This is an optimization exercise on Yosys and OpenROAD, whose aim is small area, a short achievable clock period and few clock cycles per item, not a production implementation.
At most, simulation tests tie the RTL to the original design; equivalence was not proved.
For runs 2 to 5, only the layout was checked, not whether the RTL still works.

==> flow/design.v, too long to show whole: its modules and the start of the top module <==
// module cordic_park_engine: 2429 lines
module cordic_park_engine #(
  parameter int WIDTH       = 16,
  parameter int ANGLE_WIDTH = 16,
  parameter int ITERATIONS  = 14,
  parameter int GUARD_BITS  = 3,
  parameter int GAIN_BITS   = 15,
  parameter int TAG_WIDTH   = 2
) (
  input  logic                          clk,
  input  logic                          rst,
  input  logic                          in_valid,
  output logic                          in_ready,
  input  logic                          mode,
  input  logic signed [WIDTH-1:0]       in_x,
  input  logic signed [WIDTH-1:0]       in_y,
  input  logic [ANGLE_WIDTH-1:0]        angle,
  input  logic [TAG_WIDTH-1:0]          in_tag,
  output logic                          out_valid,
  input  logic                          out_ready,
  output logic signed [WIDTH-1:0]       out_x,
  output logic signed [WIDTH-1:0]       out_y,
  output logic [TAG_WIDTH-1:0]          out_tag,
  output logic                          busy
);
  // ...
==> flow/run.sh <==
#!/bin/bash
# synth_recipe.tcl (not shown) runs the flow's synth.tcl, then flattens the netlist and writes it again
# the make line also repeats each setting of config.mk as NAME=value (left out here)
make -C /OpenROAD-flow-scripts/flow DESIGN_CONFIG=/design/flow/config.mk WORK_HOME=/design/flow/orfs CLKGATE_MAP_FILE= SYNTH_SCRIPT=/design/flow/synth_recipe.tcl finish
==> flow/config.mk <==
export PLATFORM = sky130hd
export DESIGN_NAME = cordic_park_engine
export DESIGN_NICKNAME = cordic_park_engine
export VERILOG_FILES = /design/flow/design.v
export SDC_FILE = /design/flow/constraint.sdc
export NUM_CORES = 4
export LEC_CHECK = 0
export ABC_CLOCK_PERIOD_IN_PS = 5000
export CAP_MARGIN = 20
export CORE_MARGIN = 2
export CORE_UTILIZATION = 55
export CTS_BUF_LIST = sky130_fd_sc_hd__clkbuf_4 sky130_fd_sc_hd__clkbuf_8
export CTS_CLUSTER_DIAMETER = 50
export CTS_CLUSTER_SIZE = 20
export GPL_ROUTABILITY_DRIVEN = 0
export GPL_TIMING_DRIVEN = 1
export PLACE_DENSITY = 0.68
export SETUP_SLACK_MARGIN = 5
export SLEW_MARGIN = 20
==> flow/constraint.sdc <==
create_clock -name core_clock -period 10.0 [get_ports {clk}]
set_input_delay 2.0000 -clock core_clock [delete_from_list [all_inputs] [get_ports {clk}]]
set_output_delay 2.0000 -clock core_clock [all_outputs]
set_load 0.01 [all_outputs]
==> metrics.md, run 1 <==
| Metric | Value |
|---|---|
| Diodes inserted | `1` |
| Largest family of logic cells by synthesized area | `adder cells` |
| Setup Viol. Count Final | `0` |
| Commonest non-fill, non-tap cell in the layout | `inv_1` |
| Vias in the first global route | `37.93k` |
| Core Rows | `115` |
| NumNets Final | `6659` |
| Vias | `36.53k` |
| Stages on the worst setup path | `4` |
| Share of cell area taken by multi-input logic gates | `61.12%` |
| Area post-placement | `0.05735 sq mm` |
| Slew Limit Fails | `0` |
| Area leader, netlist | `edfxtp_1` |
| All-Layer GR Usage | `between 20% and 30%` |
| Clk root buf | `clkbuf_8` |
| FF-to-FF setup slack | `5170 ps` |
| DR WL met3 | `3587 microns` |
| Reg clk slew, reported paths | `90 ps` |
| Storage cell area | `0.01449 sq mm` |
| Hold slack | `386.0 ps` |
| Num CTS Buffers | `73` |
| Core Util, Final | `61.33%` |
| Wirelength per Cell | `17.24 microns` |
| Synth async-reset ratio | `1.860%` |
| #FFs+latches synth | `484` |
| Slowest stage delay, CP | `280 ps` |
| Dominant synthesized flop cell | `edfxtp_1` |
| Reg2reg path depth | `17` |
| Die H | `319.9 microns` |
| Antenna violations before repair | `2` |
| XOR/XNOR share of the synthesized area | `13.64%` |
| Most numerous cell in the Yosys netlist | `inv_1` |
| ClkCell Share | `2.763%` |
| Max Buffers Root-to-Sink | `3` |
| Syn_nets | `6481` |
| Layout cell share with drive strength beyond 1 | `6.857%` |
| HPWL Detailed | `92870 microns` |
| Fillers | `between 8k and 9k` |
| Status | `finished clean` |
| Area occupied by multi-input gates | `between 0.03 and 0.04 sq mm` |
| Final worst slack | `5120 ps` |
| Die area | `between 0.1 and 0.15 sq mm` |
| Met3 usage | `2.463%` |
Testbench counts, summed over its fixed seeds: cycles 2,472, items 2,400.
==> run 2: changes to the inputs <==
--- a/flow/design.v
+++ b/flow/design.v
@@ -39,34 +39,34 @@
   logic signed [13:0] z1;
   logic               p1, t1, nx1, ny1;
   assign phi = mode ? angle : 16'd0 - angle;
   assign z1  = {~phi[13], phi[12:0]};
   assign p1  = phi[13];
   assign t1  = p1 ? (z1 >= 14'sd4836) : (z1 >= -14'sd4836);
   assign nx1 = phi[15] ^ phi[14];
   assign ny1 = phi[15];
-  logic signed [16:0] s0_q, d0_q;
-  logic               q0_q;
+  logic signed [16:0] s0_q, d0_q;    
+  wire  signed [16:0] sI = 17'(in_x) + 17'(in_y);
+  wire  signed [16:0] dI = 17'(in_x) - 17'(in_y);
   logic [7:0]         n0_q;
   logic signed [13:0] z0_q;
   logic               t0_q;
   always_ff @(posedge clk) begin
     if (en) begin
-      s0_q <= 17'(in_x) + 17'(in_y);
-      d0_q <= 17'(in_x) - 17'(in_y);
-      q0_q <= phi[14];
+      s0_q <= phi[14] ? sI : dI;
+      d0_q <= phi[14] ? dI : sI;
       n0_q <= {~(p1 ^ t1 ^ ny1), ~t1 ^ nx1, ~p1 ^ nx1, ny1,
                ~(p1 ^ t1 ^ nx1), t1 ^ ny1, p1 ^ ny1, nx1};
       z0_q <= z1;
       t0_q <= t1;
     end
   end
-  wire signed [16:0] px1 = q0_q ? s0_q : d0_q;
-  wire signed [16:0] py1 = q0_q ? d0_q : s0_q;
+  wire signed [16:0] px1 = s0_q;
+  wire signed [16:0] py1 = d0_q;
   wire               nxa = n0_q[0];
   wire               nxb = n0_q[1];
   wire               nxc = n0_q[2];
   wire               nxd = n0_q[3];
   wire               nya = n0_q[4];
   wire               nyb = n0_q[5];
   wire               nyc = n0_q[6];
   wire               nyd = n0_q[7];
==> flow/config.mk (replaced) <==
export PLATFORM = sky130hd
export DESIGN_NAME = cordic_park_engine
export DESIGN_NICKNAME = cordic_park_engine
export VERILOG_FILES = /design/flow/design.v
export SDC_FILE = /design/flow/constraint.sdc
export NUM_CORES = 4
export LEC_CHECK = 0
export ABC_CLOCK_PERIOD_IN_PS = 5000
export CAP_MARGIN = 20
export CORE_MARGIN = 2
export CORE_UTILIZATION = 60
export CTS_BUF_LIST = sky130_fd_sc_hd__clkbuf_4 sky130_fd_sc_hd__clkbuf_8
export CTS_CLUSTER_DIAMETER = 50
export CTS_CLUSTER_SIZE = 20
export PLACE_DENSITY = 0.72
export SETUP_SLACK_MARGIN = 5
export SLEW_MARGIN = 20
==> run 2 against run 1 <==
Effect of this change: via count about the same; register-to-register slack lost 40 ps; maximum frequency down 0.20%; largest cell class unchanged; cell area down 0.77%; flip-flop and latch count is 1 lower; die area down 8.1%.
==> metrics.md, run 2 <==
| Metric | Value |
|---|---|
| NumNets Final | `6661 (+0.030%)` |
| Dominant synthesized flop cell | `edfxtp_1` |
| Placed Cells | `6500` |
| Via-to-Cell Ratio | `roughly 5.5` |
| Mapped Cells | `roughly 5.3k` |
| Slew HR | `about 31%` |
| Antenna violations before repair | `1 (-1)` |
| Setup Viol. Count Final | `0 (unchanged)` |
| Grt ovf | `0` |
| Syn_area_per_cell | `10.39 sq um` |
| Num CTS Buffers | `68 (-6.8%)` |
| DR DRC count | `0` |
| Skew-Pair Late Insertion Delay | `between 700 and 800 ps` |
| Post-route insts no fill | `6691` |
| Die H | `306.6 microns (-4.2%)` |
| Critical-path maximum fanout | `2` |
| IO Pins | `92` |
| Clock Sinks | `483` |
| Synthesized area | `0.05495 sq mm` |
| Startpoint types | `primary input` |
| Crit-path cells | `clkdlybuf4s50_1 > nand2b_4 > and2_4 > clkbuf_2` |
| Area leader, netlist | `edfxtp_1` |
| Largest net degree at the start of global routing | `150` |
| Layout cell share with drive strength beyond 1 | `6.433% (-0.42 points)` |
| Yosys warns | `2` |
| Reg clk slew, reported paths | `90 ps (about the same)` |
| Core Rows | `111 (-3.5%)` |
| Initial core utilization | `between 60% and 70%` |
| P&R area growth vs syn | `9.314%` |
| Clk root buf | `clkbuf_8` |
| Syn_nets | `6502 (+0.32%)` |
| Core box area | `roughly 0.091 sq mm` |
| Status | `finished clean` |
| Post-synth EDFFs | `474` |
| Die area | `0.09403 sq mm (-8.1%)` |
| HPWL Detailed | `93970 microns (+1.2%)` |
| Min-Delay Path Class | `reg2reg` |
| DRT Pass-1 Iters | `7` |
| CP max stage cell | `clkdlybuf4s50_1` |
| CP arrival | `2890 ps` |
| Synth async-reset ratio | `1.863% (+0.0038 points)` |
| Setup TNS Final | `0 ps` |
| Die Span X | `306.6 microns` |
| Vias in the first global route | `38.03k (+0.27%)` |
| Hold Violations, Final | `0` |
| Worst clock skew | `65.68 ps` |
| Slowest stage delay, CP | `510 ps (+230 ps)` |
| Synth top area cells | `edfxtp_1 26%, fa_1 21%, ha_1 13%, xnor2_1 7.8%, inv_1 6.9%` |
| Synth cell types | `about 80` |
| CP required | `about 8000 ps` |
| Commonest non-fill, non-tap cells in the layout | `1012 x inv_1, 580 x fa_1, 573 x ha_1` |
| Min Tclk post-route | `4890 ps` |
| Setup Crit Path Kind | `in2out` |
| Routed WL | `116900 microns` |
| Max-Cap Viols | `0` |
| Slew @ Worst Pin | `~1000 ps` |
| Most numerous cell in the Yosys netlist | `inv_1` |
| Vias | `36.52k (-0.016%)` |
| Port bufs | `around 90` |
| RSZ-0062 raised after global routing | `yes` |
| Final period utilization | `48.90%` |
| Placer congestion estimate | `0.9126` |
| Max Buffers Root-to-Sink | `3 (unchanged)` |
| All-Layer GR Usage | `25.46% (+2.3 points)` |
| Htree depth | `3` |
| CP endpoint kind | `output port` |
| CTS tree | `built` |
| Share of the synthesized area in the top cell type | `25.90%` |
| CTS Hold Buffers Added | `0` |
| Post-synthesis sequential area ratio | `a little over a quarter` |
| Top cells by count, synth | `1017 x inv_1, 584 x fa_1, 574 x ha_1` |
| Final ANT Viol Nets | `0` |
| Iteration-0 DRC Markers | `2356` |
| Wirelength per Cell | `17.46 microns (+1.3%)` |
| First-pass GRT wire length | `191800 microns` |
| Fmax | `0.2045 GHz` |
| Commonest non-fill, non-tap cell in the layout | `inv_1` |
| #FFs+latches synth | `483 (-0.21%)` |
| Slew Limit Fails | `0 (unchanged)` |
[run 2: cell types whose count changed in the layout (fill, tap and decap cells not counted), moves of 12 or more]
| cell | delta |
|---|---|
| a21oi_1 | -12 |
| o21ai_1 | -29 |
| a21o_1 | -24 |
| o22ai_1 | -21 |
| o21ai_0 | +69 |
| xnor2_1 | -51 |
| nor2_1 | +22 |
| xor2_1 | +68 |
[run 2: cells by family after synthesis]
logic type / Yosys count / share of synthesized area [%]
flip-flops: 483 / 26.31
XOR/XNOR: 865 / 13.81
buffers and inverters: 1109 / 7.598
AO/OA/AOI/OAI: 908 / 10.66
AND/OR/NAND/NOR: 721 / 6.425
multiplexers: 43 / 0.8128
adder cells (fa/ha/maj): 1160 / 34.38
[run 2: area by class of cell]
type / count / area, sq um
Antenna cell: 2 / 5.005
Clock buffer: 79 / 1037
Clock inverter: 46 / 530.5
Fill cell: 7187 / 31170
Inverter: 1017 / 3832
Multi-Input combinational cell: 3698 / 36940
Sequential cell: 483 / 14460
Tap cell: 1186 / 1484
Timing Repair Buffer: 180 / 1780
[run 2: stage by stage]
stage | util (%) | area [sq um] | hold WS, ps | setup slack (ps)
after global routing | 65.84 | 60070 | 424.6 | 4852
after global placement | 62.79 | 57300 | 401.3 | 4364
after CTS | 65.09 | 59390 | 416.7 | 4919
after detailed placement | 62.79 | 57300 | 405.2 | 4281
final | 65.84 | 60070 | 411.6 | 5110
after floorplan | - | 55060 | 400.3 | 4375
[run 2: path summary, 6_finish.rpt]
check / from / endpoint / slack, ps / cells past startpoint
worst max-delay path: out_ready / in_ready / 5110 / 4
worst min-delay path: t_q[1][1] / t_q[2][1] / 410 / 0
worst max register to register: y6_q[17] / c7x_q / 5130 / 13
worst min register to register: t_q[1][1] / t_q[2][1] / 410 / 0
max in group asynchronous: rst / v_q[6] / 8220 / 3
min in group asynchronous: rst / v_q[5] / 1640 / 3
[run 2: critical path, delay by kind of cell]
family / cells / cell delay, ps
buffers and inverters: 2 / 630
AND/OR/NAND/NOR: 2 / 260
[run 2: routing by layer]
layer  GRT usage [%]  part of all wire (%)  routed length, microns  vias to the layer above
met2           45.66                    51                   59040                      637
li1                -                     -                       -                    17790
met1           32.31                    43                   49900                    17900
met4           8.311                   3.3                    3817                        0
met3           2.612                   3.5                    4099                      193
met5               0                     0                       0                        -
[run 2: repair_timing]
item | 4_1_cts | 5_1_grt
cloned | 2 | 4
setup endpoints to repair | 63 | 141
pin swaps | 4 | 20
setup buffers | 33 | 25
resized for setup | 50 | 94
==> run 3: changes to the inputs <==
--- a/flow/config.mk
+++ b/flow/config.mk
@@ -8,10 +8,12 @@
 export ABC_CLOCK_PERIOD_IN_PS = 5000
 export CAP_MARGIN = 20
 export CORE_MARGIN = 2
-export CORE_UTILIZATION = 60
+export CORE_UTILIZATION = 55
 export CTS_BUF_LIST = sky130_fd_sc_hd__clkbuf_4 sky130_fd_sc_hd__clkbuf_8
 export CTS_CLUSTER_DIAMETER = 50
 export CTS_CLUSTER_SIZE = 20
-export PLACE_DENSITY = 0.72
+export GPL_ROUTABILITY_DRIVEN = 0
+export GPL_TIMING_DRIVEN = 1
+export PLACE_DENSITY = 0.68
 export SETUP_SLACK_MARGIN = 5
 export SLEW_MARGIN = 20
==> run 3 against run 2 <==
Effect of this change: still clean on timing, DRC and antenna; sequential share of layout area fell by 0.089 points; clock skew rose by 5.0 ps; worst hold slack improved by 2.9 ps; flip-flop and latch count did not move; routed wire length rose by 0.57%; die area rose by 9.0%; critical path type unchanged; highest routed layer unchanged.
==> metrics.md, run 3 <==
| Metric | Value |
|---|---|
| Fillers | `8156 (+13%)` |
| Layout cell share with drive strength beyond 1 | `6.514% (+0.081 points)` |
| Mapped Cells | `5289 (unchanged)` |
| Synthesized area | `0.05495 sq mm (unchanged)` |
| XOR/XNOR share of the synthesized area | `13.81% (unchanged)` |
| Post-synthesis sequential area ratio | `26.31% (unchanged)` |
| Clk root buf | `clkbuf_8` |
| Share of the synthesized area in the top cell type | `25.90% (unchanged)` |
| CP arrival | `2910 ps (+20 ps)` |
| Min Tclk post-route | `4907 ps (+16.74 ps)` |
| Met2 Use GR | `41.72% (-3.9 points)` |
| Final ANT Viol Nets | `0 (unchanged)` |
| Reg clk slew, reported paths | `70 ps (-20 ps)` |
| Met1 usage | `29.30% (-3.0 points)` |
| Iteration-0 DRC Markers | `1774 (-25%)` |
| Largest family of logic cells by synthesized area | `adder cells` |
| Top Usage Layer GRT | `met2` |
| Fmax | `0.2038 GHz (-0.34%)` |
| Worst clock skew | `70.69 ps (+5.010 ps)` |
| Core Rows | `115 (+3.6%)` |
| Min-Delay Path Class | `reg2reg` |
| Synth top area cells | `edfxtp_1 26%, fa_1 21%, ha_1 13%, xnor2_1 7.8%, inv_1 6.9%` |
| Largest net degree at the start of global routing | `195 (+30%)` |
| HPWL Detailed | `93100 microns (-0.93%)` |
| Post-synth EDFFs | `474 (unchanged)` |
| Startpoint types | `primary input` |
| Status | `finished clean` |
| RSZ-0062 raised after global routing | `yes` |
| Critical-path maximum fanout | `2 (unchanged)` |
| Antenna violations before repair | `1 (unchanged)` |
| Post-route insts no fill | `6800 (+1.6%)` |
| Commonest non-fill, non-tap cells in the layout | `1012 x inv_1, 581 x fa_1, 572 x ha_1` |
| Area occupied by multi-input gates | `0.03697 sq mm (about the same)` |
| Syn_nets | `6502 (unchanged)` |
| Area leader, netlist | `edfxtp_1` |
| FF-to-FF setup slack | `5120 ps (about the same)` |
| Die H | `320.1 microns (+4.4%)` |
| Synth async-reset ratio | `1.863% (unchanged)` |
| Placed Cells | `6598 (+1.5%)` |
| Syn_area_per_cell | `10.39 sq um (unchanged)` |
| Setup Viol. Count Final | `0 (unchanged)` |
| Clock Sinks | `483 (unchanged)` |
| P&R area growth vs syn | `9.720%` |
| Slew Limit Fails | `0 (unchanged)` |
| Hold Violations, Final | `0 (unchanged)` |
| #FFs+latches synth | `483 (unchanged)` |
| Slew @ Worst Pin | `1075 ps (+47.95 ps)` |
| Hold slack | `414.5 ps (+2.903 ps)` |
| Met3 usage | `2.513% (-0.099 points)` |
| Slew HR | `28.35% (-3.0 points)` |
| IO Pins | `92 (unchanged)` |
| Pre-CTS setup slack | `4148 ps (-132.6 ps)` |
| CTS tree | `built` |
| Grt ovf | `0 (unchanged)` |
| Dominant synthesized flop cell | `edfxtp_1` |
| First-pass GRT wire length | `191900 microns (about the same)` |
| Most numerous cell in the Yosys netlist | `inv_1` |
| Max-Cap Viols | `0 (unchanged)` |
| Skew-Pair Late Insertion Delay | `750 ps (+20 ps)` |
| NumNets Final | `6669 (+0.12%)` |
| Via-to-Cell Ratio | `5.368 (-1.6%)` |
| CP required | `8000 ps (about the same)` |
| Wirelength per Cell | `17.28 microns (-1.0%)` |
| Storage cell area | `0.01446 sq mm (unchanged)` |
| DRT Pass-1 Iters | `5 (-2)` |
| Commonest non-fill, non-tap cell in the layout | `inv_1` |
| Setup TNS Final | `0 ps (unchanged)` |
| Max Buffers Root-to-Sink | `3 (unchanged)` |
| Simple-Gate Fraction of Synth Area | `6.425% (unchanged)` |
| Top cells by count, synth | `1017 x inv_1, 584 x fa_1, 574 x ha_1` |
| DR DRC count | `0 (unchanged)` |
| Num CTS Buffers | `71 (+4.4%)` |
| Vias in the first global route | `37.89k (-0.37%)` |
| Setup Crit Path Kind | `in2out` |
| Port bufs | `91 (unchanged)` |
| Synth cell types | `78 (unchanged)` |
| Fin area | `0.06030 sq mm (+0.37%)` |
| Post-synthesis mux area share | `0.8128% (unchanged)` |
| CP endpoint kind | `output port` |
| Final worst slack | `5093 ps (-16.74 ps)` |
| Post-synthesis adder-cell area fraction | `34.38% (unchanged)` |
| Final period utilization | `49.07% (+0.17 points)` |
| Initial core utilization | `55.67% (-4.6 points)` |
| Yosys warns | `2 (unchanged)` |
| Die Span X | `320.1 microns (+4.4%)` |
| Area post-placement | `0.05740 sq mm (+0.18%)` |
| CTS Hold Buffers Added | `0 (unchanged)` |
| Vias | `36.51k (-0.044%)` |
| Htree depth | `3 (unchanged)` |
| All-Layer GR Usage | `23.28% (-2.2 points)` |
| Core box area | `0.09871 sq mm (+8.2%)` |
| Routed WL | `117500 microns (+0.57%)` |
| Die area | `0.1025 sq mm (+9.0%)` |
| Synth Area in Compound Gates | `10.66% (unchanged)` |
[run 3: cell counts after synthesis]
Identical to the previous run, type by type.
[run 3: per-layer routing]
metal	wire [microns]	vias to the layer above
met5	0	-
met1	49990	17900
met2	59770	637
met3	4069	182
met4	3683	0
li1	-	17790
[run 3: cell type report]
cell class                 count  share of cell area (%)
tap                         1287                   2.671
multi-input combinational   3699                   61.32
inverter                    1017                   6.360
timing repair buffer         184                   3.077
clock inverter                44                  0.7636
sequential                   483                   23.98
antenna                        2                0.008300
clock buffer                  84                   1.824
[run 3: worst max-delay path, cell delays in order]
cell and delay (ps):
clkdlybuf4s50_1 500, clkinvlp_4 100, and2_4 150, dlymetal6s2s_1 160
[run 3: final timing paths]
kind | start | endpoint | depth (start not counted)
max reg2reg | p4_q | y5_q[19] | 19
max in group asynchronous | rst | v_q[2] | 3
min | t_q[2][0] | t_q[3][0] | 0
min reg2reg | t_q[2][0] | t_q[3][0] | 0
max | rst | in_ready | 4
min in group asynchronous | rst | v_q[7] | 3
[run 3: cells by family after synthesis]
kind of cell | after synthesis
AO/OA/AOI/OAI | 908
XOR/XNOR | 865
adder cells (fa/ha/maj) | 1160
buffers and inverters | 1109
flip-flops | 483
multiplexers | 43
AND/OR/NAND/NOR | 721
[run 3: per-stage QoR]
step,utilization [%]
after detailed placement,58.15
after CTS,60.28
after floorplan,-
after global routing,61.09
final,61.09
after global placement,58.15
[run 3: what timing repair did]
item                       4_1_cts  5_1_grt
gates resized for setup         55       95
gates cloned                     3        4
setup buffers                   30       35
setup endpoints to repair       61       52
pin swaps                        4       15
==> run 4: changes to the inputs <==
--- a/flow/config.mk
+++ b/flow/config.mk
@@ -9,9 +9,9 @@
 export CAP_MARGIN = 20
 export CORE_MARGIN = 2
 export CORE_UTILIZATION = 55
-export CTS_BUF_LIST = sky130_fd_sc_hd__clkbuf_4 sky130_fd_sc_hd__clkbuf_8
-export CTS_CLUSTER_DIAMETER = 50
-export CTS_CLUSTER_SIZE = 20
+export CTS_BUF_LIST = sky130_fd_sc_hd__clkbuf_2 sky130_fd_sc_hd__clkbuf_4
+export CTS_CLUSTER_DIAMETER = 40
+export CTS_CLUSTER_SIZE = 15
 export GPL_ROUTABILITY_DRIVEN = 0
 export GPL_TIMING_DRIVEN = 1
 export PLACE_DENSITY = 0.68
==> run 4 against run 3 <==
Effect of this change: clock skew is 16 ps lower; worst hold slack better by 0.73 ps; flip-flop and latch count stayed put; critical path type unchanged; largest cell class unchanged; highest routed layer is now met5.
==> metrics.md, run 4 <==
| Metric | Value |
|---|---|
| Top cells by count, synth | `1017 x inv_1, 584 x fa_1, 574 x ha_1` |
| #FFs+latches synth | `483 (unchanged)` |
| Dominant synthesized flop cell | `edfxtp_1` |
| DR DRC count | `0 (unchanged)` |
| Iteration-0 DRC Markers | `1729 (-2.5%)` |
| Most numerous cell in the Yosys netlist | `inv_1` |
| Die H | `320.1 microns (unchanged)` |
| CTS tree | `built` |
| FF-to-FF setup slack | `5150 ps (+30 ps)` |
| Synth async-reset ratio | `1.863% (unchanged)` |
| Skew-Pair Late Insertion Delay | `990 ps (+240 ps)` |
| Layout cell share with drive strength beyond 1 | `6.936% (+0.42 points)` |
| Vias | `36.69k (+0.50%)` |
| Max-Cap Viols | `0 (unchanged)` |
| Syn_nets | `6502 (unchanged)` |
| CP required | `8000 ps (about the same)` |
| Reg clk slew, reported paths | `90 ps (+20 ps)` |
| Final ANT Viol Nets | `0 (unchanged)` |
| Post-synth EDFFs | `474 (unchanged)` |
| Setup TNS Final | `0 ps (unchanged)` |
| Reg2reg path depth | `14 (-5)` |
| Num CTS Buffers | `92 (+30%)` |
| Core Util, Final | `61.03% (about the same)` |
| Initial core utilization | `55.67% (unchanged)` |
| Worst Setup SP | `rst` |
| Startpoint types | `primary input` |
| Slew Limit Fails | `0 (unchanged)` |
| Worst clock skew | `54.50 ps (-16.19 ps)` |
| Min Tclk post-route | `4906 ps (-0.5900 ps)` |
| Htree depth | `3 (unchanged)` |
| Hold Violations, Final | `0 (unchanged)` |
| CP endpoint kind | `output port` |
| DRT Pass-1 Iters | `5 (unchanged)` |
| Clock Sinks | `483 (unchanged)` |
| Hold path depth | `0 (unchanged)` |
| NumNets Final | `6685 (+0.24%)` |
| Wirelength per Cell | `17.14 microns (-0.85%)` |
| Min-Delay Path Class | `reg2reg` |
| Slew HR | `29.07% (+0.72 points)` |
| Max Buffers Root-to-Sink | `3 (unchanged)` |
| Commonest non-fill, non-tap cell in the layout | `inv_1` |
| Via-to-Cell Ratio | `5.364 (about the same)` |
| Fillers | `8183 (+0.33%)` |
| Grt ovf | `0 (unchanged)` |
| Core box area | `0.09871 sq mm (unchanged)` |
| Status | `finished clean` |
| Yosys warns | `2 (unchanged)` |
| Antenna violations before repair | `2 (+1)` |
| RR Startpoint | `p6_q` |
| Setup Viol. Count Final | `0 (unchanged)` |
| Hold slack | `415.2 ps (+0.7290 ps)` |
| CP arrival | `2910 ps (about the same)` |
| Synthesized area | `0.05495 sq mm (unchanged)` |
| Share of the synthesized area in the top cell type | `25.90% (unchanged)` |
| All-Layer GR Usage | `23.32% (+0.041 points)` |
| Syn_area_per_cell | `10.39 sq um (unchanged)` |
| IO Pins | `92 (unchanged)` |
| Die Span X | `320.1 microns (unchanged)` |
| Setup Crit Path Kind | `in2out` |
| Final period utilization | `49.06% (about the same)` |
| Area leader, netlist | `edfxtp_1` |
| Final worst slack | `5094 ps (+0.5900 ps)` |
| Critical R2R Capture | `c7y_q` |
| Mapped Cells | `5289 (unchanged)` |
| HPWL Detailed | `93100 microns (unchanged)` |
| Fmax | `0.2038 GHz (about the same)` |
| First-pass GRT wire length | `192000 microns (about the same)` |
| Pre-CTS setup slack | `4148 ps (unchanged)` |
| Synth top area cells | `edfxtp_1 26%, fa_1 21%, ha_1 13%, xnor2_1 7.8%, inv_1 6.9%` |
| Worst Setup EP | `in_ready` |
| Post-synthesis sequential area ratio | `26.31% (unchanged)` |
| Die area | `0.1025 sq mm (unchanged)` |
| Core Rows | `115 (unchanged)` |
| Vias in the first global route | `38.04k (+0.40%)` |
| P&R area growth vs syn | `9.629% (about the same)` |
| Commonest non-fill, non-tap cells in the layout | `1013 x inv_1, 581 x fa_1, 572 x ha_1` |
| Slew @ Worst Pin | `1064 ps (-10.79 ps)` |
| Critical-path maximum fanout | `2 (unchanged)` |
| RSZ-0062 raised after global routing | `yes` |
| Synth cell types | `78 (unchanged)` |
| Port bufs | `91 (unchanged)` |
| Routed WL | `117200 microns (-0.28%)` |
| Largest net degree at the start of global routing | `195 (unchanged)` |
| Clk root buf | `clkbuf_4` |
## run 4: what timing repair did
action | 4_1_cts | 5_1_grt
resized for setup | 47 | 83
gates cloned | 3 | 4
setup endpoints to repair | 56 | 52
pin swaps | 5 | 14
setup buffers | 30 | 30
hold buffers | 0 | 0
## run 4: final cells by class
| type | instances | area, sq um | share of cell area (%) |
|---|---|---|---|
| multi-input combinational | 3699 | 36880 | 61.21 |
| sequential | 483 | 14460 | 24.00 |
| inverter | 1017 | 3829 | 6.355 |
| timing repair buffer | 179 | 1799 | 2.987 |
| tap | 1287 | 1610 | 2.673 |
| clock inverter | 78 | 954.7 | 1.585 |
| clock buffer | 95 | 713.2 | 1.184 |
| antenna | 1 | 2.502 | 0.004154 |
## run 4: cells by family after synthesis
logic type | after synthesis | synth area share [%]
flip-flops | 483 | 26.31
adder cells (fa/ha/maj) | 1160 | 34.38
multiplexers | 43 | 0.8128
AND/OR/NAND/NOR | 721 | 6.425
XOR/XNOR | 865 | 13.81
AO/OA/AOI/OAI | 908 | 10.66
buffers and inverters | 1109 | 7.598
## run 4: worst min path at each step
stage                          from         to  slack (ps)
final                     t_q[6][1]  t_q[7][1]         420
after global routing      t_q[6][1]  t_q[7][1]         420
after CTS                 t_q[6][1]  t_q[7][1]         420
after detailed placement  t_q[2][0]  t_q[3][0]         400
after global placement    t_q[3][1]  t_q[4][1]         400
after floorplan           t_q[7][0]    ot_q[0]         400
## run 4: layer usage
metal / routed length [microns] / up-vias / GRT usage [%]
met4: 3991 / 2 / 8.305
met1: 49800 / 17910 / 29.44
li1: - / 17890 / -
met5: 13 / - / 0
met3: 4310 / 205 / 2.519
met2: 59080 / 679 / 41.47
## run 4: worst max-delay path, stage by stage
cell and delay, ps:
clkdlybuf4s50_1 500, clkinvlp_4 100, and2_4 150, dlymetal6s2s_1 160
## run 4: per-stage QoR
| step | cell area [sq um] | cells |
|---|---|---|
| final | 60250 | 6839 |
| after global routing | 60250 | 6839 |
| after CTS | 59560 | 6804 |
| after detailed placement | 57400 | 6598 |
| after global placement | 57400 | 6598 |
| after floorplan | 55060 | 5289 |
==> run 5: changes to the inputs <==
==> flow/flow/run.sh (new file) <==
#!/bin/bash
# The standard layout, with the port buffers made from buf_2 cells instead of OpenROAD's
# default choice (a delay buffer). Every port still gets its own buffer.
bash standard.sh "BUFFER_PORTS_ARGS=-buffer_cell sky130_fd_sc_hd__buf_2" finish > standard.log 2>&1
==> flow/standard.sh (new file) <==
#!/bin/bash
# synth_recipe.tcl (not shown) runs the flow's synth.tcl, then flattens the netlist and writes it again
# the make line also repeats each setting of config.mk as NAME=value (left out here)
make -C /OpenROAD-flow-scripts/flow DESIGN_CONFIG=/design/flow/config.mk WORK_HOME=/design/flow/orfs CLKGATE_MAP_FILE= SYNTH_SCRIPT=/design/flow/synth_recipe.tcl "${@:-finish}"
--- a/flow/config.mk
+++ b/flow/config.mk
@@ -9,9 +9,9 @@
 export CAP_MARGIN = 20
 export CORE_MARGIN = 2
 export CORE_UTILIZATION = 55
-export CTS_BUF_LIST = sky130_fd_sc_hd__clkbuf_2 sky130_fd_sc_hd__clkbuf_4
-export CTS_CLUSTER_DIAMETER = 40
-export CTS_CLUSTER_SIZE = 15
+export CTS_BUF_LIST = sky130_fd_sc_hd__clkbuf_4 sky130_fd_sc_hd__clkbuf_8
+export CTS_CLUSTER_DIAMETER = 50
+export CTS_CLUSTER_SIZE = 20
 export GPL_ROUTABILITY_DRIVEN = 0
 export GPL_TIMING_DRIVEN = 1
 export PLACE_DENSITY = 0.68
removed: flow/run.sh
==> run 5 against run 4 <==
Effect of this change: still clean; flip-flop and latch count did not move; first-iteration DRC count rose by 7.5%; core utilization fell by 0.45 points; clock skew rose by 14 ps; maximum frequency rose by 1.2%; synthesized area did not move; non-clock buffer count rose by 7; die area did not move; setup slack improved by 59 ps; critical path depth rose by 17; critical path type is now reg2reg; largest cell class unchanged; highest routed layer is now met4.
==> metrics.md, run 5 <==
| Metric | Value |
|---|---|
| Commonest non-fill, non-tap cell in the layout | `inv_1` |
| Slew @ Worst Pin | `901.0 ps (-162.9 ps)` |
| Synth cell types | `78 (unchanged)` |
| Num CTS Buffers | `69 (-25%)` |
| Synth top area cells | `edfxtp_1 26%, fa_1 21%, ha_1 13%, xnor2_1 7.8%, inv_1 6.9%` |
| Critical-path maximum fanout | `17 (+15)` |
| HPWL Detailed | `93890 microns (+0.84%)` |
| Max-Cap Viols | `0 (unchanged)` |
| Simple-Gate Fraction of Synth Area | `6.425% (unchanged)` |
| CP arrival | `5310 ps (+2400 ps)` |
| Final period utilization | `48.47% (-0.59 points)` |
| Synth Area in Compound Gates | `10.66% (unchanged)` |
| Routed WL | `117200 microns (about the same)` |
| DR DRC count | `0 (unchanged)` |
| Iteration-0 DRC Markers | `1859 (+7.5%)` |
| Area occupied by multi-input gates | `0.03689 sq mm (about the same)` |
| Worst Setup SP | `p3_q` |
| CTS tree | `built` |
| Hold path depth | `0 (unchanged)` |
| Vias | `36.46k (-0.63%)` |
| Mapped Cells | `5289 (unchanged)` |
| Max Buffers Root-to-Sink | `3 (unchanged)` |
| Die Span X | `320.1 microns (unchanged)` |
| Status | `finished clean` |
| XOR/XNOR share of the synthesized area | `13.81% (unchanged)` |
| First-pass GRT wire length | `193100 microns (+0.58%)` |
| Min Tclk post-route | `4847 ps (-58.75 ps)` |
| Htree depth | `3 (unchanged)` |
| Yosys warns | `2 (unchanged)` |
| IO Pins | `92 (unchanged)` |
| Final ANT Viol Nets | `0 (unchanged)` |
| Worst clock skew | `68.08 ps (+13.58 ps)` |
| Largest family of logic cells by synthesized area | `adder cells` |
| Startpoint types | `flop` |
| Vias in the first global route | `38.12k (+0.21%)` |
| Core Rows | `115 (unchanged)` |
| Port bufs | `91 (unchanged)` |
| Share of the synthesized area in the top cell type | `25.90% (unchanged)` |
| DRT Pass-1 Iters | `5 (unchanged)` |
| Setup Viol. Count Final | `0 (unchanged)` |
| Post-synth EDFFs | `474 (unchanged)` |
| Hold Violations, Final | `0 (unchanged)` |
| Antenna violations before repair | `1 (-1)` |
| Syn_nets | `6502 (unchanged)` |
| Top cells by count, synth | `1017 x inv_1, 584 x fa_1, 574 x ha_1` |
| Reg2reg path depth | `21 (+7)` |
| Fillers | `8229 (+0.56%)` |
| Synth async-reset ratio | `1.863% (unchanged)` |
| Synthesized area | `0.05495 sq mm (unchanged)` |
| Post-synthesis mux area share | `0.8128% (unchanged)` |
| #FFs+latches synth | `483 (unchanged)` |
| Most numerous cell in the Yosys netlist | `inv_1` |
| P&R area growth vs syn | `8.825%` |
| Hold path startpoint | `t_q[0][1]` |
| Core box area | `0.09871 sq mm (unchanged)` |
| Reg clk slew, reported paths | `100 ps (about the same)` |
| Layout cell share with drive strength beyond 1 | `7.948% (+1.0 points)` |
| Fin area | `0.05980 sq mm (-0.73%)` |
| Largest net degree at the start of global routing | `86 (-56%)` |
| Via-to-Cell Ratio | `5.362 (about the same)` |
| Skew-Pair Late Insertion Delay | `750 ps (-240 ps)` |
| Die H | `320.1 microns (unchanged)` |
| Post-synthesis sequential area ratio | `26.31% (unchanged)` |
| Grt ovf | `0 (unchanged)` |
| Initial core utilization | `55.67% (unchanged)` |
| All-Layer GR Usage | `23.41% (+0.088 points)` |
| Slew HR | `39.94% (+11 points)` |
| Clock Sinks | `483 (unchanged)` |
| RSZ-0062 raised after global routing | `yes` |
| Clk root buf | `clkbuf_8` |
| RR Startpoint | `p3_q` |
| NumNets Final | `6668 (-0.25%)` |
| Slew Limit Fails | `0 (unchanged)` |
| Storage cell area | `0.01446 sq mm (unchanged)` |
| Commonest non-fill, non-tap cells in the layout | `1014 x inv_1, 581 x fa_1, 572 x ha_1` |
| Fmax | `0.2063 GHz (+1.2%)` |
| Area leader, netlist | `edfxtp_1` |
| Setup Crit Path Kind | `reg2reg` |
| Min-Delay Path Class | `reg2reg` |
| Area post-placement | `0.05697 sq mm (-0.75%)` |
| CP required | `10460 ps (+2460 ps)` |
| Syn_area_per_cell | `10.39 sq um (unchanged)` |
| CTS Hold Buffers Added | `0 (unchanged)` |
| CP endpoint kind | `flop` |
| Die area | `0.1025 sq mm (unchanged)` |
| Setup TNS Final | `0 ps (unchanged)` |
| Post-synthesis adder-cell area fraction | `34.38% (unchanged)` |
| Wirelength per Cell | `17.24 microns (+0.59%)` |
| Dominant synthesized flop cell | `edfxtp_1` |
-- run 5: what timing repair did --
item,4_1_cts,5_1_grt
setup buffers,30,31
endpoints found under the setup margin,53,63
gates cloned,2,5
gates resized for setup,37,91
pin swaps,3,17
-- run 5: layout make-up --
cell class | count | area share [%]
Multi-Input combinational cell | 3698 | 61.68
Sequential cell | 483 | 24.18
Inverter | 1017 | 6.402
Tap cell | 1287 | 2.693
Timing Repair Buffer | 186 | 2.333
Clock buffer | 74 | 1.661
Clock inverter | 53 | 1.052
Antenna cell | 1 | 0.004184
-- run 5: through the flow --
step / utilization [%] / setup WS [ps] / instances / hold slack (ps)
global placement: 57.72 / 4431 / 6603 / 400.5
global route: 60.59 / 4881 / 6799 / 412.2
detailed placement: 57.72 / 4374 / 6603 / 405.2
floorplan: - / 4375 / 5289 / 400.3
CTS: 59.82 / 4771 / 6762 / 397.7
finish: 60.59 / 5153 / 6799 / 399.0
-- run 5: final timing paths --
path / end / slack [ps]
max: x4_q[19] / 5150
min: t_q[1][1] / 400
max reg2reg: x4_q[19] / 5150
min reg2reg: t_q[1][1] / 400
max in group asynchronous: v_q[5] / 8480
min in group asynchronous: ov_q / 1250
-- run 5: cells by family after synthesis --
| logic type | after synthesis |
|---|---|
| DFF | 483 |
| xor gates and xnor gates | 865 |
| muxes | 43 |
| adders and majority gates | 1160 |
| buffers and inverters | 1109 |
| and+or+nand+nor | 721 |
| AOI/OAI and AO/OA | 908 |
-- run 5: per-layer routing --
layer,share of wire (%),GRT usage (%)
met5,0,0
met4,2.8,6.375
met3,3.9,2.772
met2,51,42.97
met1,42,29.01
-- run 5: critical path, stage by stage, from the launching register on --
cell and delay, ps:
edfxtp_1 450, buf_12 210, xnor2_4 200, ha_1 270
a21o_1 160, a21oi_1 130, o21ai_1 120, a211oi_2 250
buf_4 170, xnor2_1 150, fa_2 260, nor2b_1 50
o21ai_2 150, a21boi_1 130, o211ai_1 170, a21boi_1 120
o2111ai_1 190, nand3_1 140, o41a_1 380, a221o_1 350
o41a_1 340, xor2_1 160

afterwards: timing with drivers on the ports:
The results above use ideal ports. As a check the final layouts listed here were re-extracted and re-timed, cells and wires unchanged. Step 1 (the two cells are an assumption about what drives the block):
set clk [get_ports {clk}]
set_driving_cell -lib_cell sky130_fd_sc_hd__clkbuf_16 $clk
set_driving_cell -lib_cell sky130_fd_sc_hd__buf_2 [delete_from_list [all_inputs] $clk]
Step 2, shift: input delay + t, output delay - t, t = (earliest + latest rising clock arrival at the registers) / 2. This alone moves slack from input paths to output paths. a / b / c = ideal ports / drivers / drivers and shift; a / b = the first two.
run	t, ns	setup WS [ns]	worst setup path at the end	worst register clock-pin slew, ns
run 1	0.765	5.120 / 5.099 / 4.548	input to register	0.10 / 0.10
run 2	0.756	5.110 / 5.087 / 4.552	input to register	0.10 / 0.10
run 3	0.779	5.093 / 5.071 / 4.478	input to register	0.10 / 0.10
run 4	1.020	5.094 / 5.072 / 4.355	input to register	0.12 / 0.12
run 5	0.766	5.153 / 5.153 / 4.830	input to register	0.11 / 0.11
After both steps every run listed still meets setup and hold. For run 4, which loses most, drivers alone change the setup slack by -0.022 ns; drivers and shift together by -0.739 ns.
